This is an optimization exercise on Yosys and OpenROAD, whose aim is small area, not a production implementation.
At most, simulation tests tie the RTL to the original design; equivalence was not proved.
Only the layout flow was run in runs 4 to 6; the RTL was not checked for function there.
Power is estimated from default activity; no workload was simulated.

File: config.mk
export PLATFORM = sky130hd
export DESIGN_NAME = conn_manager_top
export DESIGN_NICKNAME = conn_manager_top
export VERILOG_FILES = /design/flow/design.v
export SDC_FILE = /design/flow/constraint.sdc
export NUM_CORES = 4
export LEC_CHECK = 0
export CAP_MARGIN = 20
export CORE_MARGIN = 2
export CORE_UTILIZATION = 40
export SLEW_MARGIN = 20
File: constraint.sdc
create_clock -name core_clock -period 5.0 [get_ports {clk}]
set_input_delay 1.0000 -clock core_clock [delete_from_list [all_inputs] [get_ports {clk}]]
set_output_delay 1.0000 -clock core_clock [all_outputs]
set_load 0.01 [all_outputs]
File: design.v
package conn_mgr_pkg;
    typedef enum logic {
        CONN_CLOSED = 1'b0,
        CONN_OPEN   = 1'b1
    } conn_status_e;
    typedef enum logic {
        OP_CLOSE = 1'b0,
        OP_OPEN  = 1'b1
    } cm_op_e;
    typedef enum logic [1:0] {
        ERR_OK           = 2'd0,
        ERR_ID_WRONG     = 2'd1,
        ERR_ALREADY_OPEN = 2'd2,
        ERR_IS_CLOSED    = 2'd3
    } cm_err_e;
endpackage
`timescale 1ns/1ps
module conn_manager_top (
    input  logic                          clk,
    input  logic                          reset,
    input  logic                          initialize,
    output logic                          initialized,
    input  logic                          cmd_valid,
    output logic                          cmd_ready,
    input  logic                          cmd_open,
    input  logic [32-1:0]  cmd_conn_id,
    input  logic [32-1:0]       cmd_dest_ip,
    input  logic [16-1:0]     cmd_dest_port,
    output logic                          status_valid,
    input  logic                          status_ready,
    output logic [32-1:0]  status_conn_id,
    output conn_mgr_pkg::cm_err_e         status_err,
    input  logic                          rpc_in_valid,
    input  logic [32-1:0]  rpc_in_conn_id,
    input  logic [64-1:0]  rpc_in_payload,
    output logic                          rpc_out_valid,
    output logic [32-1:0]  rpc_out_conn_id,
    output logic [64-1:0]  rpc_out_payload,
    output logic [32-1:0]       rpc_out_dest_ip,
    output logic [16-1:0]     rpc_out_dest_port,
    output logic                          error
);
    localparam int AW = 4;
    localparam int NE = 2**AW;
    localparam int DW = 32 + 16;
    localparam int NR = NE / 2;
    logic           sweeping;
    logic [AW-1:0]  sweep_addr;
    always_ff @(posedge clk) begin
        if (reset) begin
            sweeping    <= 1'b0;
            sweep_addr  <= '0;
            initialized <= 1'b0;
        end else if (sweeping) begin
            sweep_addr <= sweep_addr + 1'b1;
            if (&sweep_addr) begin
                sweeping    <= 1'b0;
                initialized <= 1'b1;
            end
        end else if (initialize) begin
            sweeping    <= 1'b1;
            initialized <= 1'b0;
        end
    end
    typedef enum logic [1:0] {ST_IDLE, ST_CHECK, ST_REPORT} exec_state_e;
    exec_state_e state;
    logic                          op_valid;
    logic                          d_open;
    logic [32-1:0]  d_id;
    logic [DW-1:0]                 d_dest;
    logic                          cmd_accept;
    assign cmd_ready  = initialized && !op_valid;
    assign cmd_accept = cmd_valid && cmd_ready;
    always_ff @(posedge clk) begin
        if (reset) begin
            op_valid <= 1'b0;
        end else if (cmd_accept) begin
            op_valid <= 1'b1;
        end else if (state == ST_IDLE) begin
            op_valid <= 1'b0;
        end
    end
    always_ff @(posedge clk) begin
        if (cmd_accept) begin
            d_open <= cmd_open;
            d_id   <= cmd_conn_id;
            d_dest <= {cmd_dest_ip, cmd_dest_port};
        end
    end
    logic [NE-1:0]  st;
    logic [AW-1:0]  d_addr;
    logic           d_in_range;
    logic           d_st;
    assign d_addr     = d_id[AW-1:0];
    assign d_in_range = ~|d_id[32-1:AW];
    assign d_st       = st[d_addr];
    logic                          capture;
    logic [1:0]                    cap_err;
    logic [32-1:0]  e_id;
    logic [1:0]                    e_err;
    logic                          st_we;
    logic                          res_valid;
    logic                          res_ready;
    assign capture = op_valid && (state == ST_IDLE);
    assign cap_err = !d_in_range     ? 2'd1 :
                     (d_st == d_open) ? {1'b1, !d_open} : 2'd0;
    always_ff @(posedge clk) begin
        if (reset) begin
            state <= ST_IDLE;
        end else begin
            case (state)
                ST_IDLE: begin
                    if (op_valid) begin
                        state <= d_in_range ? ST_CHECK : ST_REPORT;
                    end
                end
                ST_CHECK: state <= ST_REPORT;
                default: begin
                    if (res_ready) begin
                        state <= ST_IDLE;
                    end
                end
            endcase
        end
    end
    always_ff @(posedge clk) begin
        if (capture) begin
            e_id  <= d_id;
            e_err <= cap_err;
        end
    end
    assign st_we = (state == ST_CHECK) && (e_err == 2'd0);
    always_ff @(posedge clk) begin
        for (int i = 0; i < NE; i++) begin
            if (sweeping) begin
                st[i] <= 1'b0;
            end else if (st_we && (e_id[AW-1:0] == AW'(i))) begin
                st[i] <= !st[i];
            end
        end
    end
    assign res_valid = (state == ST_REPORT);
    assign res_ready = !status_valid;
    always_ff @(posedge clk) begin
        if (reset) begin
            status_valid <= 1'b0;
        end else if (res_valid && res_ready) begin
            status_valid <= 1'b1;
        end else if (status_ready) begin
            status_valid <= 1'b0;
        end
    end
    always_ff @(posedge clk) begin
        if (res_valid && res_ready) begin
            status_conn_id <= e_id;
            status_err     <= conn_mgr_pkg::cm_err_e'(e_err);
        end
    end
    logic               ph;
    logic               dest_we;
    logic [DW-1:0]      slot0 [0:NR-1];
    logic [DW-1:0]      slot1 [0:NR-1];
    always_ff @(posedge clk) begin
        if (reset) begin
            ph <= 1'b0;
        end else begin
            ph <= !ph;
        end
    end
    assign dest_we = (capture || (state == ST_CHECK)) && d_open && d_in_range && !d_st &&
                     (d_addr[0] != ph);
    for (genvar r = 0; r < NR; r++) begin : g_ring
        always_ff @(posedge clk) begin
            slot1[r] <= slot0[r];
            if (dest_we && (d_addr[AW-1:1] == (AW-1)'(r))) begin
                slot0[r] <= d_dest;
            end else begin
                slot0[r] <= slot1[r];
            end
        end
    end
    logic                   in_range;
    logic                   in_open;
    logic                   s1_ok;
    logic                   s1_closed;
    logic [AW-1:0]          s1_addr;
    logic [AW-1:0]          s2_addr;
    logic [64-1:0] s1_payload;
    logic [DW-1:0]          rd_dest;
    assign in_range = ~|rpc_in_conn_id[32-1:AW];
    assign in_open  = st[rpc_in_conn_id[AW-1:0]];
    always_ff @(posedge clk) begin
        if (reset) begin
            s1_ok         <= 1'b0;
            s1_closed     <= 1'b0;
            rpc_out_valid <= 1'b0;
            error         <= 1'b0;
        end else begin
            s1_ok         <= rpc_in_valid && in_range && in_open;
            s1_closed     <= rpc_in_valid && in_range && !in_open;
            rpc_out_valid <= s1_ok;
            if ((rpc_in_valid && !in_range) || s1_closed) begin
                error <= 1'b1;
            end
        end
    end
    always_ff @(posedge clk) begin
        s1_addr         <= rpc_in_conn_id[AW-1:0];
        s1_payload      <= rpc_in_payload;
        s2_addr         <= s1_addr;
        rpc_out_payload <= s1_payload;
    end
    assign rd_dest = (s2_addr[0] ^ ph) ? slot1[s2_addr[AW-1:1]] : slot0[s2_addr[AW-1:1]];
    assign rpc_out_conn_id   = {{(32-AW){1'b0}}, s2_addr};
    assign rpc_out_dest_ip   = rd_dest[DW-1:16];
    assign rpc_out_dest_port = rd_dest[16-1:0];
endmodule
File: run.sh
#!/bin/bash
# synth_recipe.tcl (not shown) runs the flow's synth.tcl, then flattens the netlist and writes it again
# the make line also repeats each setting of config.mk as NAME=value (left out here)
make -C /OpenROAD-flow-scripts/flow DESIGN_CONFIG=/design/flow/config.mk WORK_HOME=/design/flow/orfs CLKGATE_MAP_FILE= SYNTH_SCRIPT=/design/flow/synth_recipe.tcl finish
==> impl_metrics.tcl, run 1 <==
set metrics [dict create \
    hold_depth 0 \
    clk_pin_slew_ns 0.06 \
    cp_slowest_cell "clkdlybuf4s50_1" \
    grt_max_degree 78 \
    hp-class "reg2reg" \
    hold_buffers 0 \
    clock_sinks 1084 \
    cell_internal_pwr_mw 14.15 \
    yosysMostFrequentCell "dfxtp_1" \
    gp_congestion 0.8161 \
    setup_viol 0 \
    clk_latency_ns 0.69 \
    max_cap_viol_count 0 \
    reg2reg_depth 6 \
    grt_pass1_wl_um 145600 \
    core-area_um2 88100 \
    final.setup_skew_ns 0.03106 \
    setup_slack_ns 0.2574 \
    grt_pass1_vias 23680 \
    cts-resized-gates 0 \
    dp_hpwl_um 58690 \
    vdd_drop_max_v 0.0003316 \
    fp.dieH_um 301.8 \
    multi_input_area_um2 11500 \
    crit_path_max_fanout 29 \
    wl_per_cell_um 22.84 \
    ys_ff_latch 1084 \
    end_kind "output pin" \
    timing.final.crit_share_pct 94.85 \
    path_class "reg2out" \
    postRouteAntennaNets 0 \
    register_area_um2 23200 \
    hold_violations 0 \
    swShare_pct 21.88 \
    crit_top_cell "a221oi_1" \
    dr.pass1.iters 6 \
    ys_seq_area_share_pct 65.39 \
    dieWidth_um 301.8 \
    synth_top_flop_cell "dfxtp_1" \
    drcViolationCount 0 \
    port_buffers 337 \
    place_ws_ns 1.007 \
    yosys.area.top_type "dfxtp_1" \
    synth.cell_area_um2 35470 \
    cts_setup_buffers 0 \
    viasPerCell 5.296 \
    root_buffer "clkbuf_16" \
    synth_commonest_cells "dfxtp_1, mux2_2, edfxtp_1" \
    track_usage_pct 20.93 \
    tightest_slew_ns 1.113 \
    io_pins 366 \
    cts_buffer_depth 3 \
    num_rows 109 \
    period_needed_ns 4.743 \
    wl_um 96680 \
    start_kind "register" \
    grt_overflow_total 0 \
    drt_iter0_drc 1546 \
    netlist_instances 2632 \
    antenna_found_initial 2 \
    start_util_pct 40.25 \
    switchingPower_mw 3.963 \
    nFillCells 7554 \
    slew_headroom_pct 25.82 \
    worstPathRequired_ns 4.00 \
    async_flop_share_pct 0 \
    drive_above_1_share_pct 22.99 \
    maxSlewViolCount 0 \
    synth_cell_types 61 \
    avgSynthCellArea_um2 13.47 \
    rsz0062_at_grt "no" \
    cts_buffers 110 \
    cp.arrival_ns 3.74 \
    vias 22420 \
    p_leak_nw 17.18 \
    htreeDepth 3 \
    nets 3156 \
    max_freq_mhz 210.9 \
    synth_edf_count 149 \
    synth_area_leaders "dfxtp_1, edfxtp_1, mux2_2, mux2i_1, o21ai_0" \
    seqPwrFrac_pct 49.2 \
    clkPwrFrac_pct 46.1 \
    power_frac_comb_pct 4.8 \
    cts_tree "yes" \
    area.growth.synth_to_final_pct 23.56 \
    power_density_nw_per_um2 413.4 \
    max_stage_delay_ns 0.67 \
    yosysTopAreaCellShare_pct 52.78 \
    cp_cell_sequence "buf_4 -> and3_2 -> a221oi_1 -> a221oi_1 -> clkdlybuf4s50_1" \
    yosysWarnings 3 \
    fp.dieArea_um2 91060 \
    status "finished clean" \
    setup-tns-final_ns 0 \
]
-- critical path: cells and delay by family (launching register included) --
family | cells | cell delay [ns]
flip-flops | 1 | 0.47
AO/OA/AOI/OAI | 2 | 0.83
buffers and inverters | 2 | 1.07
AND/OR/NAND/NOR | 1 | 0.65
-- area by class of cell --
class,count,area share [%]
timing repair buffer,393,8.829
sequential,1084,52.95
clock inverter,44,1.188
antenna,2,0.01142
inverter,12,0.1171
tap,1165,3.326
multi-input combinational,1370,26.25
clock buffer,163,7.327
-- through the flow --
stage / instances / cell area [um2] / hold WS [ns] / util (%) / total power [mW]
after detailed placement: 4024 / 40080 / 0.3121 / 45.50 / 9.965
after floorplan: 2659 / 35570 / 0.3096 / - / 9.460
after CTS: 4231 / 43810 / 0.3229 / 49.73 / 18.29
after global routing: 4233 / 43820 / 0.3300 / 49.74 / 18.68
after global placement: 4024 / 40080 / 0.3096 / 45.50 / 9.957
final: 4233 / 43820 / 0.3248 / 49.74 / 18.11
-- power by group through the flow --
stage                     sequential (mW)  combinational [mW]  clock [mW]
after floorplan                      9.10               0.363           0
after global placement               9.09               0.864           0
after detailed placement             9.10               0.868           0
after CTS                            8.91               0.871        8.51
after global routing                 8.91               0.915        8.86
final                                8.90               0.866        8.34
-- placed cells by master (no fill, tap or decap), types with 33 or more instances in the layout --
master / netlist / final
clkbuf_1: 100 / 33
mux2i_1: 70 / 70
a221oi_1: 59 / 59
edfxtp_1: 149 / 149
clkbuf_16: 0 / 116
mux2_2: 374 / 374
nand2_1: 112 / 109
a21oi_1: 66 / 66
o22ai_1: 51 / 51
clkdlybuf4s50_1: 0 / 337
dfxtp_1: 935 / 932
o21ai_0: 132 / 132
nor2_1: 92 / 90
mux2_4: 40 / 40
buf_4: 34 / 50
-- kinds of logic after synthesis --
logic type | share of synthesized area (%)
DFF | 65.39
muxes | 18.40
AOI/OAI and AO/OA | 8.802
and+or+nand+nor | 4.054
buffers and inverters | 2.724
xor gates and xnor gates | 0.5433
adders and majority gates | 0.07055
other | 0.01057
-- final timing paths --
kind                              to           from  slack [ns]
setup / recovery  rpc_out_dest_ip[8]     s2_addr[3]        0.26
hold / removal    rpc_out_payload[9]  s1_payload[9]        0.32
setup reg to reg        slot0[5][22]        d_id[8]        1.36
hold reg to reg   rpc_out_payload[9]  s1_payload[9]        0.32
-- state kept, by name, summed over array words and instances, names as in the netlist, 2 cells and up --
register         cells
d_id                32
slot1              384
state                2
s1_addr              4
slot0              384
st                  16
s2_addr              4
d_dest              48
s1_payload          64
status_err           2
e_id                32
status_conn_id      32
e_err                2
rpc_out_payload     64
sweep_addr           4
-- layer usage --
layer	share of wire (%)	track usage [%]	vias to the layer above
met1	43	26.60	11240
met3	5.6	4.008	180
met5	0	0	-
met4	3.2	7.850	0
li1	-	-	10260
met2	49	35.39	736
==> run 2, diff against run 1 <==
--- a/config.mk
+++ b/config.mk
@@ -5,6 +5,7 @@
 export SDC_FILE = /design/flow/constraint.sdc
 export NUM_CORES = 4
 export LEC_CHECK = 0
+export ABC_AREA = 1
 export CAP_MARGIN = 20
 export CORE_MARGIN = 2
 export CORE_UTILIZATION = 40
==> run 2 against run 1 <==
Still clean on timing, DRC and antenna. Synthesized cell count up 55%. Critical path depth up 5. Fmax down 2.3%. Clock power up 0.8%. Largest cell class unchanged. Highest routed layer is now met5.
==> impl_metrics.tcl, run 2 <==
set metrics [dict create \
    status "finished clean" \
    synth_edf_count 149 \
    wl_per_cell_um 20.02 \
    crit_path_max_fanout 27 \
    avgSynthCellArea_um2 9.078 \
    antenna_found_initial 5 \
    cts-resized-gates 0 \
    cts_buffer_depth 3 \
    most-common-layout-cells "nand2_1, dfxtp_1, nand4_1" \
    synth.cell_area_um2 37130 \
    regToRegSetupSlack_ns 1.70 \
    end_kind "output pin" \
    synth_area_leaders "dfxtp_1, nand2_1, edfxtp_1, nand4_1, o21ai_0" \
    start_util_pct 40.45 \
    path_class "reg2out" \
    io_pins 366 \
    dp_hpwl_um 62060 \
    final.setup_skew_ns 0.03554 \
    p_leak_nw 18.87 \
    gp_congestion 0.8062 \
    wl_um 112500 \
    htreeDepth 3 \
    worstPathRequired_ns 4.00 \
    worstHoldEndpoint "rpc_out_payload[39]" \
    yosys.area.top_type "dfxtp_1" \
    drive_above_1_share_pct 6.722 \
    reg2reg_depth 8 \
    dr.pass1.iters 7 \
    area.growth.synth_to_final_pct 20.60 \
    fp.dieH_um 308.7 \
    start_kind "register" \
    core-area_um2 91800 \
    reg.largest.list "slot0: 384 flops, slot1: 384 flops" \
    root_buffer "clkbuf_16" \
    period_needed_ns 4.852 \
    vdd_drop_max_v 0.0002945 \
    track_usage_pct 23.12 \
    wl_met1_um 49270 \
    r2r-start "d_id[0]" \
    setup_slack_ns 0.1479 \
    hold_depth 0 \
    instances_no_fill 5618 \
    max_cap_viol_count 0 \
    top_layer "met5" \
    grt_pass1_wl_um 169400 \
    cts_tree "yes" \
    power_density_nw_per_um2 400.7 \
    hp-class "reg2reg" \
    num_rows 111 \
    cp.arrival_ns 3.85 \
    yosysTopAreaCellShare_pct 50.41 \
    min-delay-start "s1_payload[39]" \
    hold_buffers 0 \
    dieWidth_um 308.7 \
    port_buffers 337 \
    ys_ff_latch 1084 \
    timing.final.crit_share_pct 97.04 \
    drt_iter0_drc 2542 \
    fp.dieArea_um2 95280 \
    synth_top_flop_cell "dfxtp_1" \
    vias 29040 \
    hold_violations 0 \
    wl_met3_um 8923 \
    tightest_slew_ns 1.134 \
    clock_sinks 1084 \
    whs_ns 0.3238 \
    synth_cell_types 35 \
    yosysWarnings 3 \
    grt_pass1_vias 27810 \
    total_power_mw 17.94 \
    rr_endpoint "slot0[7][36]" \
    synth_commonest_cells "nand2_1, dfxtp_1, nand4_1" \
    clk_pin_slew_ns 0.06 \
    dp.cells 5409 \
    slew_headroom_pct 24.19 \
    cts_setup_buffers 0 \
    viasPerCell 5.169 \
    async_flop_share_pct 0 \
    place_ws_ns 0.9367 \
    clk_latency_ns 0.71 \
    netlist_instances 4090 \
    maxSlewViolCount 0 \
    postRouteAntennaNets 0 \
    setup-tns-final_ns 0 \
    grt_overflow_total 0 \
    nFillCells 8673 \
    cts_buffers 112 \
    ys_seq_area_share_pct 62.46 \
    rsz0062_at_grt "no" \
    max_freq_mhz 206.1 \
    nets 4465 \
    final_common_cell "nand2_1" \
    setup_viol 0 \
    wl_met2_um 51310 \
    drcViolationCount 0 \
    yosysMostFrequentCell "nand2_1" \
    grt_max_degree 206 \
]
[run 2: cell count changes after synthesis, moves of 59 or more]
| cell | delta |
|---|---|
| a221oi_1 | -59 |
| inv_1 | +120 |
| mux2_2 | -374 |
| nand2_1 | +1373 |
| mux2i_1 | -70 |
| nand4_1 | +445 |
| nand3_1 | +68 |
[run 2: worst max-delay path, stage by stage (launching register included)]
cell             delay [ns]
dfxtp_1                0.39
nor2_4                 0.15
buf_4                  0.36
nand2_4                0.34
inv_2                  0.61
buf_4                  0.34
nand2_1                0.08
nand4_1                0.10
nand2_1                0.05
nand2_1                0.16
clkdlybuf4s50_1        0.57
[run 2: cell families after synthesis]
family / Yosys count / synth area share, %
buffers and inverters: 479 / 6.531
AO/OA/AOI/OAI: 327 / 5.068
flip-flops: 1084 / 62.46
XOR/XNOR: 1 / 0.02359
adder cells (fa/ha/maj): 2 / 0.06738
AND/OR/NAND/NOR: 2196 / 25.84
other: 1 / 0.01010
[run 2: layer usage]
metal,global-route usage (%),vias up
met5,0,-
met4,7.260,6
met3,4.995,197
met2,36.63,1090
met1,31.51,13810
li1,-,13940
[run 2: cell type report]
cell class	count	area (um2)	share of cell area [%]
Clock buffer	160	3343	7.466
Timing Repair Buffer	391	3941	8.802
Tap cell	1243	1555	3.473
Antenna cell	1	2.502	0.005588
Clock inverter	48	409.1	0.9137
Inverter	137	528.0	1.179
Multi-Input combinational cell	2554	11810	26.37
Sequential cell	1084	23190	51.79
[run 2: how the worst max path moves through the flow]
stage / startpoint / cells after the start / slack [ns] / to
3_3_place_gp: s2_addr[3] / 10 / 0.98 / rpc_out_dest_port[2]
4_1_cts: s2_addr[3] / 10 / 0.18 / rpc_out_dest_port[1]
3_5_place_dp: s2_addr[3] / 10 / 0.94 / rpc_out_dest_port[1]
5_1_grt: s2_addr[3] / 10 / 0.001 / rpc_out_dest_port[6]
2_1_floorplan: cmd_valid / 2 / 1.92 / d_dest[0]
6_report: s2_addr[3] / 10 / 0.15 / rpc_out_dest_port[1]
[run 2: per-stage QoR]
stage,utilization [%],cell area [um2]
after floorplan,-,37230
after global placement,44.69,41020
after detailed placement,44.69,41020
after CTS,48.77,44780
after global routing,48.78,44780
final,48.78,44780
[run 2: power by group]
part / internal, mW / total, mW / switching, mW
combinational: 0.297 / 0.639 / 0.343
clock: 4.82 / 8.41 / 3.58
sequential: 8.87 / 8.90 / 0.0239
total: 14.0 / 17.9 / 3.95
==> run 3, diff against run 2 <==
--- a/config.mk
+++ b/config.mk
@@ -5,8 +5,8 @@
 export SDC_FILE = /design/flow/constraint.sdc
 export NUM_CORES = 4
 export LEC_CHECK = 0
-export ABC_AREA = 1
 export CAP_MARGIN = 20
 export CORE_MARGIN = 2
 export CORE_UTILIZATION = 40
+export CTS_BUF_LIST = sky130_fd_sc_hd__clkbuf_4 sky130_fd_sc_hd__clkbuf_8
 export SLEW_MARGIN = 20
==> run 3 against run 2 <==
Sequential share of layout area rose by 1.0 points. Sequential power about the same. Clock power fell by 3.2%. Core utilization grew 1.1 points. Cell count decreased by 23%. Clock-buffer cell count increased by 126.
==> impl_metrics.tcl, run 3 <==
set metrics [dict create \
    postRouteAntennaNets 0 \
    reg.largest.list "slot0: 384 flops, slot1: 384 flops" \
    maxSlewViolCount 0 \
    hp-class "reg2reg" \
    start_util_pct 40.25 \
    synth.cell_area_um2 35470 \
    drt_iter0_drc 1531 \
    final_common_cell "dfxtp_1" \
    hold_violations 0 \
    nets 3220 \
    worstPathRequired_ns 4.00 \
    hold_buffers 0 \
    yosysTopAreaCellShare_pct 52.78 \
    rsz0062_at_grt "no" \
    seqPwrFrac_pct 49.7 \
    io_pins 366 \
    clock_sinks 1084 \
    register_area_um2 23200 \
    hold_depth 0 \
    synth_edf_count 149 \
    tightest_slew_ns 1.119 \
    r2r-start "d_id[8]" \
    viasPerCell 5.249 \
    most-common-layout-cells "dfxtp_1, mux2_2, clkdlybuf4s50_1" \
    ys_seq_area_share_pct 65.39 \
    multi_input_area_um2 11510 \
    num_rows 109 \
    max_cap_viol_count 0 \
    max_freq_mhz 204.8 \
    yosysMostFrequentCell "dfxtp_1" \
    fp.dieH_um 301.8 \
    netlist_instances 2632 \
    vdd_drop_max_v 0.0002823 \
    fin_area_um2 43930 \
    setup_viol 0 \
    period_needed_ns 4.884 \
    grt_pass1_vias 24310 \
    track_usage_pct 21.23 \
    reg2reg_depth 6 \
    grt_overflow_total 0 \
    htreeDepth 4 \
    synth_commonest_cells "dfxtp_1, mux2_2, edfxtp_1" \
    cp.arrival_ns 3.88 \
    clk_pin_slew_ns 0.07 \
    setup-tns-final_ns 0 \
    cell_internal_pwr_mw 13.93 \
    cts_buffers 174 \
    power_frac_comb_pct 4.8 \
    crit_path_max_fanout 24 \
    p_leak_nw 17.39 \
    grt_pass1_wl_um 147000 \
    vias 22810 \
    end_kind "output pin" \
    port_buffers 337 \
    synth_top_flop_cell "dfxtp_1" \
    power_density_nw_per_um2 407.8 \
    path_class "reg2out" \
    worstHoldEndpoint "rpc_out_payload[61]" \
    rr_endpoint "slot0[5][22]" \
    start_kind "register" \
    cts_buffer_depth 3 \
    gp_congestion 0.8161 \
    nFillCells 7648 \
    yosysWarnings 3 \
    status "finished clean" \
    dr.pass1.iters 5 \
    dpl_cell_area_um2 40080 \
    drive_above_1_share_pct 26.84 \
    cts_tree "yes" \
    swShare_pct 22.25 \
    yosys.area.top_type "dfxtp_1" \
    dieWidth_um 301.8 \
    fp.dieArea_um2 91060 \
    slew_headroom_pct 25.42 \
    synth_area_leaders "dfxtp_1, edfxtp_1, mux2_2, mux2i_1, o21ai_0" \
    min-delay-start "s1_payload[61]" \
    grt_max_degree 78 \
    area.growth.synth_to_final_pct 23.87 \
    drcViolationCount 0 \
    antenna_found_initial 3 \
    wl_per_cell_um 22.45 \
    whs_ns 0.3105 \
    synth_cell_types 61 \
    clkPwrFrac_pct 45.4 \
    ys_ff_latch 1084 \
    dp_hpwl_um 58690 \
    final.setup_skew_ns 0.04095 \
    regToRegSetupSlack_ns 1.38 \
    async_flop_share_pct 0 \
    wl_um 97560 \
    timing.final.crit_share_pct 97.68 \
    core-area_um2 88100 \
    clk_latency_ns 0.84 \
    root_buffer "clkbuf_8" \
    avgSynthCellArea_um2 13.47 \
    switchingPower_mw 3.985 \
]
==> run 3: cell count changes after synthesis, moves of 40 or more <==
cell      before  now
nand3_1       95   27
buf_6         47    5
clkbuf_2      49    0
inv_1        132   12
mux2_4         0   40
o22ai_1        0   51
a221oi_1       0   59
mux2_2         0  374
nand2_1     1485  112
nand4_1      451    6
mux2i_1        0   70
==> run 3: per-layer routing <==
| metal | GRT usage, % | part of all wire [%] |
|---|---|---|
| met5 | 0 | 0 |
| met3 | 4.546 | 5.9 |
| met1 | 26.51 | 43 |
| met2 | 35.24 | 48 |
| met4 | 9.724 | 3.3 |
==> run 3: timing repair <==
| action | 4_1_cts | 5_1_grt |
|---|---|---|
| buffers inserted | 0 | 0 |
| gates resized for setup | 0 | 1 |
| setup endpoints to repair | 0 | 1 |
==> run 3: final cells by class <==
type | count | area share [%]
Multi-Input combinational cell | 1370 | 26.19
Antenna cell | 3 | 0.01709
Inverter | 12 | 0.1168
Timing Repair Buffer | 393 | 8.807
Clock inverter | 33 | 0.7377
Tap cell | 1165 | 3.318
Clock buffer | 286 | 7.992
Sequential cell | 1084 | 52.82
==> run 3: kinds of logic after synthesis <==
kind of cell,count (synthesis),synth area share (%)
DFF,1084,65.39
muxes,545,18.40
AOI/OAI and AO/OA,460,8.802
and+or+nand+nor,313,4.054
buffers and inverters,205,2.724
xor gates and xnor gates,22,0.5433
adders and majority gates,2,0.07055
other,1,0.01057
==> run 3: worst max path at each step <==
stage,startpoint,endpoint,slack [ns],cells past startpoint
6_report,s2_addr[2],rpc_out_dest_ip[24],0.12,8
5_1_grt,s2_addr[2],rpc_out_dest_ip[21],0.01,8
4_1_cts,s2_addr[3],rpc_out_dest_ip[8],0.06,5
3_5_place_dp,s2_addr[3],rpc_out_dest_ip[3],1.01,7
3_3_place_gp,s2_addr[3],rpc_out_dest_ip[8],0.99,5
2_1_floorplan,state[1],status_conn_id[0],1.51,1
==> run 3: power groups by stage <==
stage                     clock, mW  combinational [mW]  sequential [mW]
final                          8.14               0.867             8.91
after global routing           8.73               0.916             8.91
after CTS                      8.34               0.871             8.91
after detailed placement          0               0.868             9.10
after global placement            0               0.864             9.09
after floorplan                   0               0.363             9.10
==> run 3: critical path, stage by stage, from the launching register on <==
cell             delay [ns]
dfxtp_4                0.42
buf_4                  0.36
nor2b_4                0.45
buf_4                  0.38
a22oi_1                0.15
nor2_1                 0.11
o22ai_1                0.09
o21ai_0                0.43
clkdlybuf4s50_1        0.64
==> run 3: per-stage QoR <==
stage                     setup slack (ns)  util [%]  std cells  total power [mW]
after floorplan                      1.509         -       2659             9.460
after global placement              0.9898     45.50       4024             9.957
after detailed placement             1.007     45.50       4024             9.965
after CTS                          0.06060     49.85       4343             18.12
after global routing               0.01047     49.86       4346             18.55
final                               0.1162     49.86       4346             17.91
==> run 4, diff against run 3 <==
--- a/design.v
+++ b/design.v
@@ -204,13 +204,22 @@
             end
         end
     end
+    logic [NE-1:0]          rd_sel;
     always_ff @(posedge clk) begin
         s1_addr         <= rpc_in_conn_id[AW-1:0];
         s1_payload      <= rpc_in_payload;
         s2_addr         <= s1_addr;
         rpc_out_payload <= s1_payload;
-    end
-    assign rd_dest = (s2_addr[0] ^ ph) ? slot1[s2_addr[AW-1:1]] : slot0[s2_addr[AW-1:1]];
+        for (int p = 0; p < NE; p++) begin
+            rd_sel[p] <= ({s1_addr[AW-1:1], s1_addr[0] ^ !ph} == AW'(p));
+        end
+    end
+    always_comb begin
+        rd_dest = '0;
+        for (int r = 0; r < NR; r++) begin
+            rd_dest = rd_dest | ({DW{rd_sel[2*r]}} & slot0[r]) | ({DW{rd_sel[2*r+1]}} & slot1[r]);
+        end
+    end
     assign rpc_out_conn_id   = {{(32-AW){1'b0}}, s2_addr};
     assign rpc_out_dest_ip   = rd_dest[DW-1:16];
     assign rpc_out_dest_port = rd_dest[16-1:0];
--- a/config.mk
+++ b/config.mk
@@ -8,5 +8,4 @@
 export CAP_MARGIN = 20
 export CORE_MARGIN = 2
 export CORE_UTILIZATION = 40
-export CTS_BUF_LIST = sky130_fd_sc_hd__clkbuf_4 sky130_fd_sc_hd__clkbuf_8
 export SLEW_MARGIN = 20
==> run 4 against run 3 <==
Fmax increased by 15%. Register-to-register slack improved by 0.20 ns. Final area decreased by 2.8%. Non-clock buffer count decreased by 13. Worst hold slack improved by 0.013 ns. Largest cell class unchanged. Sequential cell count increased by 16. First-iteration DRC count decreased by 15%.
==> impl_metrics.tcl, run 4 <==
set metrics [dict create \
    instances_no_fill 3863 \
    yosysMostFrequentCell "dfxtp_1" \
    nets 2813 \
    area.growth.synth_to_final_pct 24.59 \
    final_common_cell "dfxtp_1" \
    wl_um 92640 \
    crit_path_max_fanout 34 \
    vdd_drop_max_v 0.0003349 \
    start_util_pct 40.33 \
    reg2reg_depth 6 \
    synth_top_flop_cell "dfxtp_1" \
    vias 20650 \
    max_freq_mhz 236.2 \
    setup_viol 0 \
    io_pins 366 \
    cts_setup_buffers 0 \
    core-area_um2 85010 \
    synth_cell_types 42 \
    end_kind "output pin" \
    yosys.area.top_type "dfxtp_1" \
    dp_hpwl_um 53720 \
    htreeDepth 3 \
    reg.largest.list "slot0: 384 flops, slot1: 384 flops" \
    grt_pass1_vias 22200 \
    hold_buffers 0 \
    period_needed_ns 4.234 \
    grt_max_degree 49 \
    async_flop_share_pct 0 \
    fin_area_um2 42710 \
    p_leak_nw 16.93 \
    r2r-start "d_id[13]" \
    tightest_slew_ns 1.170 \
    synth_edf_count 149 \
    dpl_cell_area_um2 38740 \
    maxSlewViolCount 0 \
    num_rows 107 \
    start_kind "register" \
    status "finished clean" \
    hold_depth 0 \
    dieWidth_um 296.8 \
    synth_area_leaders "dfxtp_1, edfxtp_1, mux2_2, mux2_4, a221oi_1" \
    worstPathRequired_ns 4.00 \
    drt_iter0_drc 1304 \
    ys_ff_latch 1100 \
    cts_buffer_depth 3 \
    avgSynthCellArea_um2 15.10 \
    drcViolationCount 0 \
    clk_latency_ns 0.67 \
    cp.arrival_ns 3.23 \
    most-common-layout-cells "dfxtp_1, clkdlybuf4s50_1, mux2_2" \
    netlist_instances 2271 \
    antenna_found_initial 5 \
    synth_commonest_cells "dfxtp_1, mux2_2, a221oi_1, a22o_1, mux2_4" \
    drive_above_1_share_pct 23.67 \
    cts_tree "yes" \
    wl_per_cell_um 23.98 \
    timing.final.crit_share_pct 84.68 \
    rsz0062_at_grt "no" \
    cp-startpoint "rd_sel[1]" \
    slew_headroom_pct 22.03 \
    ys_seq_area_share_pct 68.58 \
    clk_pin_slew_ns 0.06 \
    grt_overflow_total 0 \
    min-delay-start "s1_payload[30]" \
    root_buffer "clkbuf_16" \
    setup-tns-final_ns 0 \
    max_cap_viol_count 0 \
    synth.cell_area_um2 34280 \
    path_class "reg2out" \
    power_density_nw_per_um2 427.1 \
    nFillCells 7167 \
    dp.cells 3660 \
    hp-class "reg2reg" \
    gp_congestion 0.7810 \
    yosysWarnings 3 \
    fp.dieArea_um2 88060 \
    track_usage_pct 20.46 \
    port_buffers 337 \
    yosysTopAreaCellShare_pct 55.53 \
    dr.pass1.iters 6 \
    fp.dieH_um 296.8 \
    cts-resized-gates 0 \
    clock_sinks 1100 \
    cts_buffers 110 \
    postRouteAntennaNets 0 \
    hold_violations 0 \
    grt_pass1_wl_um 138400 \
    final.setup_skew_ns 0.02515 \
    viasPerCell 5.346 \
]
==> run 4: cell count changes in the layout (fill, tap and decap cells not counted), moves of 98 or more <==
cell | before | now
a221oi_1 | 59 | 192
a22o_1 | 15 | 192
clkbuf_16 | 0 | 115
clkbuf_8 | 218 | 25
mux2_2 | 374 | 226
mux2_4 | 40 | 160
nand2_1 | 109 | 11
o21ai_0 | 132 | 2
==> run 4: worst paths after layout <==
| check | slack, ns | to |
|---|---|---|
| setup reg to reg | 1.58 | slot0[7][23] |
| setup / recovery | 0.77 | rpc_out_dest_ip[27] |
| hold reg to reg | 0.32 | rpc_out_payload[30] |
| hold / removal | 0.32 | rpc_out_payload[30] |
==> run 4: metrics by stage <==
| step | hold WS [ns] | power (mW) | utilization (%) | setup slack (ns) |
|---|---|---|---|---|
| floorplan | 0.3096 | 9.335 | - | 1.569 |
| global placement | 0.3098 | 9.611 | 45.57 | 1.494 |
| detailed placement | 0.3121 | 9.617 | 45.57 | 1.468 |
| CTS | 0.3219 | 18.42 | 50.24 | 0.7246 |
| global route | 0.3286 | 18.78 | 50.24 | 0.6495 |
| finish | 0.3235 | 18.24 | 50.24 | 0.7660 |
==> run 4: area by class of cell <==
type | instances | area [um2] | area share [%]
Multi-Input combinational cell | 1026 | 9975 | 23.35
Sequential cell | 1100 | 23550 | 55.12
Clock buffer | 153 | 3271 | 7.657
Timing Repair Buffer | 380 | 3746 | 8.771
Tap cell | 1144 | 1431 | 3.351
Clock inverter | 48 | 699.4 | 1.638
Inverter | 10 | 40.04 | 0.09374
Antenna cell | 2 | 5.005 | 0.01172
==> run 4: kinds of logic (layout without fill, tap and decap cells) <==
kind of cell / count (synthesis) / after routing / synth area share, %
buffers and inverters: 172 / 591 / 2.653
muxes: 401 / 401 / 15.12
AOI/OAI and AO/OA: 395 / 395 / 10.01
DFF: 1100 / 1100 / 68.58
other: 1 / 30 / 0.01094
adders and majority gates: 2 / 2 / 0.07298
xor gates and xnor gates: 22 / 22 / 0.5840
and+or+nand+nor: 178 / 178 / 2.956
==> run 4: power by group <==
| part | leakage, nW | internal (mW) | total [mW] | switching, mW |
|---|---|---|---|---|
| Clock | 1.96 | 5.35 | 8.82 | 3.47 |
| Combinational | 5.91 | 0.190 | 0.315 | 0.125 |
| Sequential | 9.06 | 9.01 | 9.11 | 0.103 |
| Total | 16.9 | 14.5 | 18.2 | 3.70 |
==> run 4: layer usage <==
metal  GRT usage [%]  wire (um)  vias to the layer above
met5               0         49                        -
met3           5.223       6364                      185
met1           25.89      39420                    10460
met4           7.155       2849                        8
met2           33.87      43960                      702
li1                -          -                     9297
==> run 4: worst max-delay path, stage by stage (launching register included) <==
cell,delay [ns]
dfxtp_2,1.07
buf_4,0.43
a22o_1,0.19
a221oi_1,0.04
nand4_1,0.23
clkdlybuf4s50_1,0.57
==> run 5, diff against run 4 <==
--- a/config.mk
+++ b/config.mk
@@ -8,4 +8,6 @@
 export CAP_MARGIN = 20
 export CORE_MARGIN = 2
 export CORE_UTILIZATION = 40
+export CTS_CLUSTER_DIAMETER = 80
+export CTS_CLUSTER_SIZE = 30
 export SLEW_MARGIN = 20
==> run 5 against run 4 <==
Register-to-register slack got worse by 0.02 ns. Non-clock buffer count unchanged. Setup slack improved by 0.0039 ns. Die area unchanged. Final area decreased by 5.6%. Cell count decreased by 3.2%. Critical path type unchanged. Largest power group unchanged. Highest routed layer unchanged.
==> impl_metrics.tcl, run 5 <==
set metrics [dict create \
    reg.largest.list "slot0: 384 flops, slot1: 384 flops" \
    dpl_cell_area_um2 38740 \
    yosys.area.top_type "dfxtp_1" \
    r2r-start "d_id[18]" \
    vdd_drop_max_v 0.0003228 \
    core-area_um2 85010 \
    cts_setup_buffers 0 \
    htreeDepth 2 \
    viasPerCell 5.420 \
    hold_violations 0 \
    power_density_nw_per_um2 355.1 \
    rsz0062_at_grt "no" \
    status "finished clean" \
    fp.dieArea_um2 88060 \
    start_util_pct 40.33 \
    critPathCapture "rpc_out_dest_ip[27]" \
    path_class "reg2out" \
    whs_ns 0.3330 \
    area.growth.synth_to_final_pct 17.66 \
    grt_max_degree 49 \
    postRouteAntennaNets 0 \
    drt_iter0_drc 1305 \
    hp-class "reg2reg" \
    synth_commonest_cells "dfxtp_1, mux2_2, a221oi_1, a22o_1, mux2_4" \
    vias 20280 \
    grt_pass1_vias 21480 \
    cp-startpoint "rd_sel[1]" \
    setup-tns-final_ns 0 \
    reg2reg_depth 6 \
    regToRegSetupSlack_ns 1.56 \
    maxSlewViolCount 0 \
    start_kind "register" \
    max_freq_mhz 236.4 \
    netlist_instances 2271 \
    gp_congestion 0.7810 \
    fin_area_um2 40340 \
    cts_tree "yes" \
    tightest_slew_ns 1.164 \
    min-delay-start "s1_payload[58]" \
    period_needed_ns 4.230 \
    ys_ff_latch 1100 \
    synth.cell_area_um2 34280 \
    end_kind "output pin" \
    track_usage_pct 20.01 \
    cts_buffers 48 \
    yosysWarnings 3 \
    timing.final.crit_share_pct 84.60 \
    dieWidth_um 296.8 \
    crit_path_max_fanout 34 \
    seqPwrFrac_pct 63.5 \
    synth_top_flop_cell "dfxtp_1" \
    max_cap_viol_count 0 \
    cts_buffer_depth 3 \
    yosysTopAreaCellShare_pct 55.53 \
    root_buffer "clkbuf_16" \
    rr_endpoint "slot0[7][23]" \
    swShare_pct 21.49 \
    setup_viol 0 \
    port_buffers 337 \
    p_leak_nw 15.75 \
    nets 2751 \
    nFillCells 7376 \
    hold_buffers 0 \
    final.setup_skew_ns 0.03415 \
    clk_pin_slew_ns 0.11 \
    clkPwrFrac_pct 34.3 \
    wl_um 90980 \
    antenna_found_initial 4 \
    worstPathRequired_ns 4.00 \
    async_flop_share_pct 0 \
    yosysMostFrequentCell "dfxtp_1" \
    synth_area_leaders "dfxtp_1, edfxtp_1, mux2_2, mux2_4, a221oi_1" \
    wl_per_cell_um 24.32 \
    avgSynthCellArea_um2 15.10 \
    clk_latency_ns 0.64 \
    grt_overflow_total 0 \
    clock_sinks 1100 \
    drcViolationCount 0 \
    ys_seq_area_share_pct 68.58 \
    num_rows 107 \
    dr.pass1.iters 5 \
    switchingPower_mw 3.079 \
    dp_hpwl_um 53720 \
    final_common_cell "dfxtp_1" \
    cp.arrival_ns 3.23 \
    total_power_mw 14.32 \
    power_frac_comb_pct 2.2 \
    fp.dieH_um 296.8 \
    synth_cell_types 42 \
    slew_headroom_pct 22.41 \
    synth_edf_count 149 \
    most-common-layout-cells "dfxtp_1, clkdlybuf4s50_1, mux2_2" \
    io_pins 366 \
    grt_pass1_wl_um 135900 \
    cell_internal_pwr_mw 11.25 \
    drive_above_1_share_pct 20.49 \
    cts-resized-gates 0 \
]
[run 5: routing by layer]
metal / track usage, % / up-vias / part of all wire (%)
li1: - / 9099 / -
met1: 26.00 / 10370 / 43
met2: 33.93 / 662 / 48
met3: 3.987 / 140 / 6.3
met4: 5.330 / 8 / 2.3
met5: 0 / - / 0.052
[run 5: cell type report]
type	instances	area, um2	share of cell area (%)
clock inverter	18	207.7	0.5149
clock buffer	62	1390	3.446
multi-input combinational	1026	9975	24.73
antenna	1	2.502	0.006204
tap	1144	1431	3.548
timing repair buffer	380	3746	9.287
sequential	1100	23550	58.37
inverter	10	40.04	0.09926
[run 5: worst min path at each step]
stage                                      to  slack (ns)  cells after the start
after CTS                 rpc_out_payload[58]        0.33                      0
final                     rpc_out_payload[58]        0.33                      0
after detailed placement  rpc_out_payload[10]        0.31                      0
after floorplan            rpc_out_payload[0]        0.31                      0
after global placement    rpc_out_payload[57]        0.31                      0
after global routing             slot1[4][16]        0.34                      0
[run 5: worst max-delay path: stages (launching register included)]
cell	delay (ns)
dfxtp_2	1.11
buf_4	0.42
a22o_1	0.19
a221oi_1	0.04
nand4_1	0.23
clkdlybuf4s50_1	0.57
[run 5: cells by family after synthesis]
| logic type | share of synthesized area [%] |
|---|---|
| XOR/XNOR | 0.5840 |
| flip-flops | 68.58 |
| multiplexers | 15.12 |
| adder cells (fa/ha/maj) | 0.07298 |
| buffers and inverters | 2.653 |
| AO/OA/AOI/OAI | 10.01 |
| AND/OR/NAND/NOR | 2.956 |
| other | 0.01094 |
[run 5: metrics by stage]
stage | worst slack [ns] | cells | utilization, %
after floorplan | 1.569 | 2298 | -
after global placement | 1.494 | 3660 | 45.57
after detailed placement | 1.468 | 3660 | 45.57
after CTS | 0.7391 | 3740 | 47.45
after global routing | 0.6698 | 3740 | 47.45
final | 0.7699 | 3741 | 47.45
[run 5: power by group through the flow]
stage,Sequential (mW),Clock [mW],Combinational [mW]
finish,9.10,4.91,0.315
global route,9.11,5.37,0.331
CTS,9.10,5.06,0.317
detailed placement,9.30,0,0.316
global placement,9.30,0,0.313
floorplan,9.23,0,0.101
==> run 6, diff against run 5 <==
==> flow/run.sh (new file) <==
#!/bin/bash
set -euo pipefail
export BUFFER_PORTS_ARGS="-buffer_cell sky130_fd_sc_hd__buf_1"
bash standard.sh finish > flow.log 2>&1
==> standard.sh (new file) <==
#!/bin/bash
# synth_recipe.tcl (not shown) runs the flow's synth.tcl, then flattens the netlist and writes it again
# the make line also repeats each setting of config.mk as NAME=value (left out here)
make -C /OpenROAD-flow-scripts/flow DESIGN_CONFIG=/design/flow/config.mk WORK_HOME=/design/flow/orfs CLKGATE_MAP_FILE= SYNTH_SCRIPT=/design/flow/synth_recipe.tcl "${@:-finish}"
--- a/config.mk
+++ b/config.mk
@@ -8,6 +8,4 @@
 export CAP_MARGIN = 20
 export CORE_MARGIN = 2
 export CORE_UTILIZATION = 40
-export CTS_CLUSTER_DIAMETER = 80
-export CTS_CLUSTER_SIZE = 30
 export SLEW_MARGIN = 20
removed: run.sh
==> run 6 against run 5 <==
Worst hold slack got worse by 0.030 ns. Register-to-register slack improved by 0.49 ns. Critical path depth did not move. Die area did not move. Synthesized cell count did not move. Sequential power barely moved. Sequential cell count did not move. Critical path type unchanged. Highest routed layer unchanged.
==> impl_metrics.tcl, run 6 <==
set metrics [dict create \
    fin_area_um2 40400 \
    most-common-layout-cells "dfxtp_1, buf_1, mux2_2" \
    cts_buffers 109 \
    max_freq_mhz 252.2 \
    synth_cell_types 42 \
    n_antenna_cell 0 \
    worstPathRequired_ns 4.00 \
    crit_path_max_fanout 34 \
    postRouteAntennaNets 0 \
    cp_num_buf_inv 2 \
    cts_setup_buffers 0 \
    reg.largest.list "slot0: 384 flops, slot1: 384 flops" \
    hp-class "reg2reg" \
    final.setup_skew_ns 0.02489 \
    synth.cell_area_um2 34280 \
    grt_pass1_vias 21980 \
    power_density_nw_per_um2 440.7 \
    gp_congestion 0.8122 \
    slew_headroom_pct 20.32 \
    synth_top_flop_cell "dfxtp_1" \
    final_common_cell "dfxtp_1" \
    core-area_um2 85010 \
    p_leak_nw 15.95 \
    timing.final.crit_share_pct 79.31 \
    fp.dieH_um 296.8 \
    end_kind "output pin" \
    htreeDepth 3 \
    ys_ff_latch 1100 \
    maxSlewViolCount 0 \
    status "finished clean" \
    whs_ns 0.3033 \
    io_pins 366 \
    port_buffers 337 \
    avgSynthCellArea_um2 15.10 \
    dp_hpwl_um 53370 \
    fp.dieArea_um2 88060 \
    cp_top_family "flip-flops" \
    root_buffer "clkbuf_16" \
    cts-resized-gates 0 \
    cts_tree "yes" \
    nets 2810 \
    num_rows 107 \
    synth_area_leaders "dfxtp_1, edfxtp_1, mux2_2, mux2_4, a221oi_1" \
    track_usage_pct 20.15 \
    cp_slowest_cell "dfxtp_2" \
    dr.pass1.iters 7 \
    rsz0062_at_grt "no" \
    vdd_drop_max_v 0.0003337 \
    max_cap_viol_count 0 \
    start_kind "register" \
    yosysTopAreaCellShare_pct 55.53 \
    yosysWarnings 3 \
    setup_viol 0 \
    clock_sinks 1100 \
    max_stage_delay_ns 1.09 \
    clk_latency_ns 0.68 \
    drt_iter0_drc 1763 \
    vias 20870 \
    yosys.area.top_type "dfxtp_1" \
    dpl_cell_area_um2 36580 \
    yosysMostFrequentCell "dfxtp_1" \
    drive_above_1_share_pct 23.39 \
    setup-tns-final_ns 0 \
    dieWidth_um 296.8 \
    tightest_slew_ns 1.195 \
    drcViolationCount 0 \
    synth_commonest_cells "dfxtp_1, mux2_2, a221oi_1, a22o_1, mux2_4" \
    cp.arrival_ns 2.97 \
    async_flop_share_pct 0 \
    hold_buffers 0 \
    area.growth.synth_to_final_pct 17.84 \
    hold_violations 0 \
    grt_pass1_wl_um 137000 \
    viasPerCell 5.403 \
    grt_overflow_total 0 \
    start_util_pct 40.33 \
    cts_buffer_depth 3 \
    period_needed_ns 3.965 \
    path_class "reg2out" \
    ys_seq_area_share_pct 68.58 \
    wl_um 91360 \
    wl_per_cell_um 23.65 \
    antenna_found_initial 3 \
    clk_pin_slew_ns 0.06 \
    synth_edf_count 149 \
    netlist_instances 2271 \
    grt_max_degree 49 \
    cp_cell_sequence "buf_4 -> a22o_1 -> a221oi_1 -> nand4_1 -> buf_1" \
]
run 6: cell counts after synthesis:
No cell type changed its count.
run 6: where the power goes:
part	internal [mW]	switching, mW
Combinational	0.0643	0.136
Clock	5.08	3.43
Sequential	9.01	0.0926
run 6: layer usage:
| layer | wire length, um | vias to the layer above | GRT usage [%] | share of wire [%] |
|---|---|---|---|---|
| li1 | - | 9302 | - | - |
| met5 | 37 | - | 0 | 0.040 |
| met1 | 38340 | 10520 | 25.81 | 42 |
| met4 | 2710 | 6 | 7.566 | 3.0 |
| met2 | 42440 | 844 | 32.51 | 46 |
| met3 | 7827 | 197 | 5.471 | 8.6 |
run 6: cells by family after synthesis:
kind of cell	count (synthesis)	share of synthesized area [%]
xor gates and xnor gates	22	0.5840
and+or+nand+nor	178	2.956
adders and majority gates	2	0.07298
AOI/OAI and AO/OA	395	10.01
muxes	401	15.12
DFF	1100	68.58
buffers and inverters	172	2.653
other	1	0.01094
run 6: final timing paths:
check | start | end | slack, ns | cells after the start
max reg2reg | d_id[2] | slot0[7][24] | 2.05 | 6
max | rd_sel[3] | rpc_out_dest_port[14] | 1.03 | 5
min | s1_payload[52] | rpc_out_payload[52] | 0.30 | 0
min reg2reg | s1_payload[52] | rpc_out_payload[52] | 0.30 | 0
run 6: area by class of cell:
class | count | area, um2
Tap cell | 1144 | 1431
Fill cell | 7358 | 44610
Clock inverter | 52 | 629.4
Multi-Input combinational cell | 1026 | 9975
Inverter | 10 | 40.04
Timing Repair Buffer | 378 | 1600
Clock buffer | 153 | 3186
Sequential cell | 1100 | 23540
run 6: through the flow:
step                      cells  power [mW]  utilization, %  setup WS (ns)
after floorplan            2298       9.335               -          1.569
after global routing       3863       18.37           47.52         0.9010
after detailed placement   3658       9.494           43.03          1.734
final                      3863       17.80           47.52          1.035
after CTS                  3863       17.99           47.52         0.9848
after global placement     3657       9.487           42.99          1.730
==> run 7, diff against run 6 <==
--- a/design.v
+++ b/design.v
@@ -63,80 +63,96 @@
         end
     end
     typedef enum logic [1:0] {ST_IDLE, ST_CHECK, ST_REPORT} exec_state_e;
-    exec_state_e state;
-    logic                          op_valid;
+    logic                          op_valid, op_valid_nx;
     logic                          d_open;
+    logic                          d_in_range;
+    logic                          d_st;
     logic [32-1:0]  d_id;
     logic [DW-1:0]                 d_dest;
+    logic [AW-1:0]                 d_addr;
     logic                          cmd_accept;
-    assign cmd_ready  = initialized && !op_valid;
-    assign cmd_accept = cmd_valid && cmd_ready;
-    always_ff @(posedge clk) begin
-        if (reset) begin
-            op_valid <= 1'b0;
-        end else if (cmd_accept) begin
-            op_valid <= 1'b1;
-        end else if (state == ST_IDLE) begin
-            op_valid <= 1'b0;
-        end
-    end
-    always_ff @(posedge clk) begin
-        if (cmd_accept) begin
-            d_open <= cmd_open;
-            d_id   <= cmd_conn_id;
-            d_dest <= {cmd_dest_ip, cmd_dest_port};
-        end
-    end
-    logic [NE-1:0]  st;
-    logic [AW-1:0]  d_addr;
-    logic           d_in_range;
-    logic           d_st;
-    assign d_addr     = d_id[AW-1:0];
-    assign d_in_range = ~|d_id[32-1:AW];
-    assign d_st       = st[d_addr];
+    logic                          cmd_in_range;
+    logic                          cmd_st;
+    exec_state_e                   state, state_nx;
+    logic [32-1:0]  e_id;
+    logic [1:0]                    e_err;
     logic                          capture;
     logic [1:0]                    cap_err;
-    logic [32-1:0]  e_id;
-    logic [1:0]                    e_err;
     logic                          st_we;
     logic                          res_valid;
     logic                          res_ready;
-    assign capture = op_valid && (state == ST_IDLE);
-    assign cap_err = !d_in_range     ? 2'd1 :
-                     (d_st == d_open) ? {1'b1, !d_open} : 2'd0;
-    always_ff @(posedge clk) begin
-        if (reset) begin
-            state <= ST_IDLE;
+    logic [NE-1:0]                 st, st_nx;
+    assign cmd_ready  = initialized && !op_valid;
+    assign cmd_accept = cmd_valid && cmd_ready;
+    always_comb begin
+        if (reset) begin
+            op_valid_nx = 1'b0;
+        end else if (cmd_accept) begin
+            op_valid_nx = 1'b1;
+        end else if (state == ST_IDLE) begin
+            op_valid_nx = 1'b0;
+        end else begin
+            op_valid_nx = op_valid;
+        end
+    end
+    always_comb begin
+        state_nx = state;
+        if (reset) begin
+            state_nx = ST_IDLE;
         end else begin
             case (state)
                 ST_IDLE: begin
                     if (op_valid) begin
-                        state <= d_in_range ? ST_CHECK : ST_REPORT;
+                        state_nx = d_in_range ? ST_CHECK : ST_REPORT;
                     end
                 end
-                ST_CHECK: state <= ST_REPORT;
+                ST_CHECK: state_nx = ST_REPORT;
                 default: begin
                     if (res_ready) begin
-                        state <= ST_IDLE;
+                        state_nx = ST_IDLE;
                     end
                 end
             endcase
         end
     end
     always_ff @(posedge clk) begin
+        op_valid <= op_valid_nx;
+        state    <= state_nx;
+    end
+    assign st_we = (state == ST_CHECK) && (e_err == 2'd0);
+    always_comb begin
+        for (int i = 0; i < NE; i++) begin
+            if (sweeping) begin
+                st_nx[i] = 1'b0;
+            end else if (st_we && (e_id[AW-1:0] == AW'(i))) begin
+                st_nx[i] = !st[i];
+            end else begin
+                st_nx[i] = st[i];
+            end
+        end
+    end
+    always_ff @(posedge clk) begin
+        st <= st_nx;
+    end
+    assign cmd_in_range = ~|cmd_conn_id[32-1:AW];
+    assign cmd_st       = st_nx[cmd_conn_id[AW-1:0]];
+    always_ff @(posedge clk) begin
+        if (cmd_accept) begin
+            d_open     <= cmd_open;
+            d_in_range <= cmd_in_range;
+            d_st       <= cmd_st;
+            d_id       <= cmd_conn_id;
+            d_dest     <= {cmd_dest_ip, cmd_dest_port};
+        end
+    end
+    assign d_addr  = d_id[AW-1:0];
+    assign capture = op_valid && (state == ST_IDLE);
+    assign cap_err = !d_in_range     ? 2'd1 :
+                     (d_st == d_open) ? {1'b1, !d_open} : 2'd0;
+    always_ff @(posedge clk) begin
         if (capture) begin
             e_id  <= d_id;
             e_err <= cap_err;
-        end
-    end
-    assign st_we = (state == ST_CHECK) && (e_err == 2'd0);
-    always_ff @(posedge clk) begin
-        for (int i = 0; i < NE; i++) begin
-            if (sweeping) begin
-                st[i] <= 1'b0;
-            end else if (st_we && (e_id[AW-1:0] == AW'(i))) begin
-                st[i] <= !st[i];
-            end
         end
     end
     assign res_valid = (state == ST_REPORT);
@@ -156,27 +172,33 @@
             status_err     <= conn_mgr_pkg::cm_err_e'(e_err);
         end
     end
-    logic               ph;
-    logic               dest_we;
+    logic               ph, ph_nx;
+    logic               lo_nx;
+    logic [AW-1:0]      addr_nx;
+    logic               wr_slot_nx;
+    logic [NR-1:0]      ring_we;
+    logic [NR-1:0]      ring_hold;
     logic [DW-1:0]      slot0 [0:NR-1];
     logic [DW-1:0]      slot1 [0:NR-1];
-    always_ff @(posedge clk) begin
-        if (reset) begin
-            ph <= 1'b0;
-        end else begin
-            ph <= !ph;
-        end
-    end
-    assign dest_we = (capture || (state == ST_CHECK)) && d_open && d_in_range && !d_st &&
-                     (d_addr[0] != ph);
+    assign ph_nx = reset ? 1'b0 : !ph;
+    always_ff @(posedge clk) begin
+        ph <= ph_nx;
+    end
+    assign lo_nx   = cmd_accept ? (cmd_open && cmd_in_range && !cmd_st) :
+                                  (d_open && d_in_range && !d_st);
+    assign addr_nx = cmd_accept ? cmd_conn_id[AW-1:0] : d_addr;
+    assign wr_slot_nx = ((op_valid_nx && (state_nx == ST_IDLE)) || (state_nx == ST_CHECK)) &&
+                        lo_nx && (addr_nx[0] != ph_nx);
+    always_ff @(posedge clk) begin
+        for (int r = 0; r < NR; r++) begin
+            ring_we[r]   <= wr_slot_nx && (addr_nx[AW-1:1] == (AW-1)'(r));
+            ring_hold[r] <= !(wr_slot_nx && (addr_nx[AW-1:1] == (AW-1)'(r)));
+        end
+    end
     for (genvar r = 0; r < NR; r++) begin : g_ring
         always_ff @(posedge clk) begin
             slot1[r] <= slot0[r];
-            if (dest_we && (d_addr[AW-1:1] == (AW-1)'(r))) begin
-                slot0[r] <= d_dest;
-            end else begin
-                slot0[r] <= slot1[r];
-            end
+            slot0[r] <= ({DW{ring_we[r]}} & d_dest) | ({DW{ring_hold[r]}} & slot1[r]);
         end
     end
     logic                   in_range;
--- a/config.mk
+++ b/config.mk
@@ -8,4 +8,6 @@
 export CAP_MARGIN = 20
 export CORE_MARGIN = 2
 export CORE_UTILIZATION = 40
+export CTS_CLUSTER_DIAMETER = 80
+export CTS_CLUSTER_SIZE = 30
 export SLEW_MARGIN = 20
==> run 7 against run 6 <==
Critical path depth is the same. First-iteration DRC count grew 35%. Cell count shrank 2.5%. Register-to-register slack lost 0.36 ns. Combinational power grew 19%. Critical path type unchanged. Largest power group unchanged.
==> impl_metrics.tcl, run 7 <==
set metrics [dict create \
    synth_cell_types 52 \
    grt_pass1_wl_um 152100 \
    cp-startpoint "rd_sel[9]" \
    clk_latency_ns 0.65 \
    drt_iter0_drc 2386 \
    cts_tree "yes" \
    netlist_instances 2441 \
    tightest_slew_ns 1.132 \
    power_density_nw_per_um2 383.9 \
    yosysTopAreaCellShare_pct 57.59 \
    maxSlewViolCount 0 \
    most-common-layout-cells "dfxtp_1, a22o_1, buf_1" \
    cts_setup_buffers 0 \
    multi_input_area_um2 8737 \
    register_area_um2 23940 \
    dieWidth_um 293.9 \
    area.growth.synth_to_final_pct 10.65 \
    final_common_cell "dfxtp_1" \
    synth_commonest_cells "dfxtp_1, a22o_1, a221oi_1" \
    max_freq_mhz 251.2 \
    root_buffer "clkbuf_16" \
    grt_pass1_vias 23120 \
    reg.largest.list "slot0: 384 flops, slot1: 384 flops" \
    vias 22990 \
    grt_max_degree 60 \
    yosys.area.top_type "dfxtp_1" \
    nets 2838 \
    start_kind "register" \
    whs_ns 0.3337 \
    yosysMostFrequentCell "dfxtp_1" \
    r2r-start "e_err[0]" \
    port_buffers 337 \
    cts_buffer_depth 3 \
    place_ws_ns 1.697 \
    fin_area_um2 37190 \
    vdd_drop_max_v 0.0003065 \
    end_kind "output pin" \
    io_pins 366 \
    viasPerCell 6.104 \
    clk_pin_slew_ns 0.11 \
    nFillCells 7487 \
    p_leak_nw 13.36 \
    synth_area_leaders "dfxtp_1, a22o_1, edfxtp_1, a221oi_1, clkbuf_1" \
    setup-tns-final_ns 0 \
    final.setup_skew_ns 0.02284 \
    start_util_pct 40.29 \
    core-area_um2 83420 \
    avgSynthCellArea_um2 13.77 \
    postRouteAntennaNets 0 \
    ys_seq_area_share_pct 71.08 \
    regToRegSetupSlack_ns 1.69 \
    crit_path_max_fanout 28 \
    dp.cells 3684 \
    async_flop_share_pct 0 \
    synth_edf_count 151 \
    antenna_found_initial 5 \
    postLayoutCoreUtil_pct 44.58 \
    timing.final.crit_share_pct 79.60 \
    fp.dieArea_um2 86370 \
    yosysWarnings 3 \
    synth_top_flop_cell "dfxtp_1" \
    dr.pass1.iters 5 \
    rsz0062_at_grt "no" \
    wl_um 104200 \
    setup_slack_ns 1.020 \
    ys_ff_latch 1118 \
    total_power_mw 14.28 \
    grt_overflow_total 0 \
    dp_hpwl_um 58310 \
    period_needed_ns 3.980 \
    wl_per_cell_um 27.67 \
    path_class "reg2out" \
    cp.arrival_ns 2.98 \
    gp_congestion 0.8097 \
    slew_headroom_pct 24.51 \
    setup_viol 0 \
    cts-resized-gates 0 \
    fp.dieH_um 293.9 \
    drcViolationCount 0 \
    clock_sinks 1118 \
    hold_buffers 0 \
    hold_violations 0 \
    dpl_cell_area_um2 35690 \
    hp-class "reg2reg" \
    synth.cell_area_um2 33610 \
    cts_buffers 47 \
    num_rows 106 \
    track_usage_pct 23.23 \
    instances_no_fill 3766 \
    drive_above_1_share_pct 6.182 \
    htreeDepth 2 \
    max_cap_viol_count 0 \
    status "finished clean" \
    worstPathRequired_ns 4.00 \
    min-delay-start "s1_payload[23]" \
]
-- run 7: metal layers --
metal / part of all wire (%) / GRT usage [%] / wire (um)
met1: 42 / 31.65 / 44170
met2: 46 / 36.91 / 47860
met3: 8.9 / 5.181 / 9250
met4: 2.8 / 7.018 / 2880
met5: 0.048 / 0 / 50
-- run 7: power breakdown --
| group | total (mW) | internal (mW) | leakage [nW] | switching [mW] |
|---|---|---|---|---|
| clock | 4.79 | 1.91 | 0.717 | 2.89 |
| sequential | 9.25 | 9.15 | 9.21 | 0.0955 |
| combinational | 0.238 | 0.0746 | 3.43 | 0.163 |
| total | 14.3 | 11.1 | 13.4 | 3.14 |
-- run 7: worst paths after layout --
path	end	cells past startpoint
worst min register to register	rpc_out_payload[23]	0
worst max register to register	ring_hold[6]	7
worst min-delay path	rpc_out_payload[23]	0
worst max-delay path	rpc_out_dest_ip[23]	5
-- run 7: cell families after synthesis --
logic type / Yosys count / share of synthesized area [%]
DFF: 1118 / 71.08
AOI/OAI and AO/OA: 841 / 21.46
xor gates and xnor gates: 15 / 0.3908
muxes: 8 / 0.4244
adders and majority gates: 2 / 0.07443
and+or+nand+nor: 198 / 3.320
buffers and inverters: 258 / 3.242
other: 1 / 0.01116
-- run 7: worst max-delay path, stage by stage, from the launching register on --
cell and delay, ns:
dfxtp_2 1.04, buf_4 0.55, a22o_1 0.22, a221oi_1 0.05, nand4_1 0.26, buf_1 0.20
-- run 7: final cells by class --
type                       instances  area share, %
tap                             1080          3.633
multi-input combinational       1092          23.49
antenna                            1       0.006728
inverter                           9        0.09756
timing repair buffer             385          4.370
clock inverter                    15         0.5618
clock buffer                      66          3.468
sequential                      1118          64.37
==> run 8, diff against run 7 <==
==> flow/run.sh (replaced) <==
#!/bin/bash
set -euo pipefail
export BUFFER_PORTS_ARGS="-buffer_cell sky130_fd_sc_hd__buf_1"
export CTS_ARGS="-sink_clustering_enable -repair_clock_nets -dont_use_dummy_load -sink_clustering_size 30 -sink_clustering_max_diameter 60"
bash standard.sh finish > flow.log 2>&1
--- a/config.mk
+++ b/config.mk
@@ -7,7 +7,7 @@
 export LEC_CHECK = 0
 export CAP_MARGIN = 20
 export CORE_MARGIN = 2
-export CORE_UTILIZATION = 40
+export CORE_UTILIZATION = 65
 export CTS_CLUSTER_DIAMETER = 80
 export CTS_CLUSTER_SIZE = 30
 export SLEW_MARGIN = 20
==> run 8 against run 7 <==
Still clean on timing, DRC and antenna. Clock-buffer cell count decreased by 15. Sequential power is essentially flat. Setup slack improved by 0.24 ns. Via count shrank 1.4%. Routed wire length decreased by 12%. Synthesized cell count unchanged. Core utilization grew 26 points. Final area down 2.5%. Clock power is 7.3% lower. First-iteration DRC count rose by 1.6%. Combinational power is 27% lower. Die area is 38% lower. Largest power group unchanged.
==> impl_metrics.tcl, run 8 <==
set metrics [dict create \
    start_util_pct 65.65 \
    root_buffer "clkbuf_16" \
    dr.pass1.iters 5 \
    timing.final.crit_share_pct 74.72 \
    n_antenna_cell 0 \
    antenna_found_initial 1 \
    wl_per_cell_um 27.91 \
    dpl_cell_area_um2 34970 \
    tightest_slew_ns 1.129 \
    min-delay-start "slot0[7][17]" \
    drt_iter0_drc 2425 \
    port_buffers 337 \
    track_usage_pct 33.55 \
    regToRegSetupSlack_ns 1.67 \
    synth_area_leaders "dfxtp_1, a22o_1, edfxtp_1, a221oi_1, clkbuf_1" \
    period_needed_ns 3.736 \
    hp-class "reg2reg" \
    wl_um 92020 \
    end_kind "output pin" \
    async_flop_share_pct 0 \
    dp_hpwl_um 45970 \
    cts_buffers 51 \
    synth_commonest_cells "dfxtp_1, a22o_1, a221oi_1" \
    io_pins 366 \
    cts_setup_buffers 0 \
    worstPathRequired_ns 4.00 \
    vdd_drop_max_v 0.0003995 \
    drive_above_1_share_pct 4.433 \
    postRouteAntennaNets 0 \
    p_leak_nw 13.08 \
    status "finished clean" \
    dieWidth_um 231.4 \
    start_kind "register" \
    grt_overflow_total 0 \
    hold_violations 0 \
    cts_buffer_depth 3 \
    fp.dieArea_um2 53550 \
    viasPerCell 6.874 \
    final_common_cell "dfxtp_1" \
    grt_pass1_vias 22450 \
    cts-resized-gates 0 \
    place_ws_ns 1.706 \
    htreeDepth 2 \
    hold_depth 0 \
    rsz0062_at_grt "no" \
    r2r-start "e_err[0]" \
    rr_endpoint "ring_hold[0]" \
    cts_tree "yes" \
    grt_max_degree 68 \
    clk_pin_slew_ns 0.11 \
    nets 2804 \
    reg2reg_depth 7 \
    fin_area_um2 36250 \
    maxSlewViolCount 0 \
    synth.cell_area_um2 33610 \
    yosysWarnings 3 \
    core-area_um2 51200 \
    synth_cell_types 52 \
    yosysMostFrequentCell "dfxtp_1" \
    netlist_instances 2441 \
    grt_pass1_wl_um 136300 \
    ys_seq_area_share_pct 71.08 \
    hold_buffers 0 \
    worstHoldEndpoint "slot1[7][17]" \
    yosysTopAreaCellShare_pct 57.59 \
    area.growth.synth_to_final_pct 7.832 \
    fp.dieH_um 231.4 \
    reg.largest.list "slot0: 384 flops, slot1: 384 flops" \
    max_cap_viol_count 0 \
    final.setup_skew_ns 0.05748 \
    drcViolationCount 0 \
    num_rows 83 \
    setup_slack_ns 1.264 \
    path_class "reg2out" \
    synth_edf_count 151 \
    crit_path_max_fanout 30 \
    yosys.area.top_type "dfxtp_1" \
    cp.arrival_ns 2.74 \
    slew_headroom_pct 24.76 \
    clock_sinks 1118 \
    gp_congestion 0.8556 \
    setup-tns-final_ns 0 \
    ys_ff_latch 1118 \
    clk_latency_ns 0.65 \
    most-common-layout-cells "dfxtp_1, a22o_1, buf_1" \
    setup_viol 0 \
    vias 22660 \
    avgSynthCellArea_um2 13.77 \
    max_freq_mhz 267.7 \
    synth_top_flop_cell "dfxtp_1" \
    power_density_nw_per_um2 383.0 \
]
run 8: cell counts after synthesis:
Identical to the previous run, type by type.
run 8: cell families after synthesis:
kind of cell	Yosys count	share of synthesized area, %
AO/OA/AOI/OAI	841	21.46
adder cells (fa/ha/maj)	2	0.07443
flip-flops	1118	71.08
AND/OR/NAND/NOR	198	3.320
buffers and inverters	258	3.242
XOR/XNOR	15	0.3908
other	1	0.01116
multiplexers	8	0.4244
run 8: final cells by class:
| class | instances | area, um2 |
|---|---|---|
| inverters | 9 | 36.28 |
| repair buffers | 347 | 1340 |
| flip-flops and latches | 1118 | 24010 |
| fillers | 3563 | 14950 |
| multi-input cells | 1092 | 8737 |
| well taps | 680 | 850.8 |
| clock buffers | 51 | 1276 |
run 8: critical path: stages, from the launching register on:
cell	delay, ns
dfxtp_2	1.08
buf_4	0.39
a22o_1	0.17
a221oi_1	0.05
nand4_1	0.14
buf_1	0.27
run 8: how the worst max path moves through the flow:
stage / from / end / slack [ns]
final: rd_sel[2] / rpc_out_dest_port[0] / 1.26
after global routing: rd_sel[2] / rpc_out_dest_port[0] / 1.28
after CTS: rd_sel[2] / rpc_out_dest_port[0] / 1.30
after detailed placement: e_err[1] / ring_hold[0] / 1.71
after global placement: e_err[1] / ring_hold[3] / 1.82
after floorplan: cmd_valid / ring_hold[2] / 1.21
run 8: report_power, final:
| part | switching (mW) | internal, mW | leakage, nW |
|---|---|---|---|
| clock | 2.61 | 1.83 | 0.628 |
| sequential | 0.137 | 9.14 | 9.22 |
| combinational | 0.105 | 0.0674 | 3.23 |
| total | 2.86 | 11.0 | 13.1 |
run 8: metrics by stage:
step / hold slack (ns) / cells / utilization, % / total power [mW]
final: 0.3079 / 3297 / 70.80 / 13.88
after global routing: 0.3093 / 3297 / 70.80 / 14.26
after CTS: 0.3106 / 3297 / 70.80 / 13.91
after detailed placement: 0.3121 / 3246 / 68.30 / 9.645
after global placement: 0.3097 / 3246 / 68.30 / 9.637
after floorplan: 0.3096 / 2468 / - / 9.511
run 8: per-layer routing:
layer | global-route usage, % | share of wire [%] | wire length (um)
met5 | 0 | 0.0087 | 8
met2 | 51.85 | 45 | 41800
met3 | 7.222 | 11 | 10330
met4 | 12.40 | 3.3 | 3059
met1 | 46.80 | 40 | 36830

Re-timed with assumed drivers on the ports (clkbuf_16 on the clock, buf_2 on other inputs), run 8 has 1.202 ns of setup slack against 1.264 ns with ideal ports, and 1.671 ns once port delays also move by the mid clock arrival of 0.684 ns.
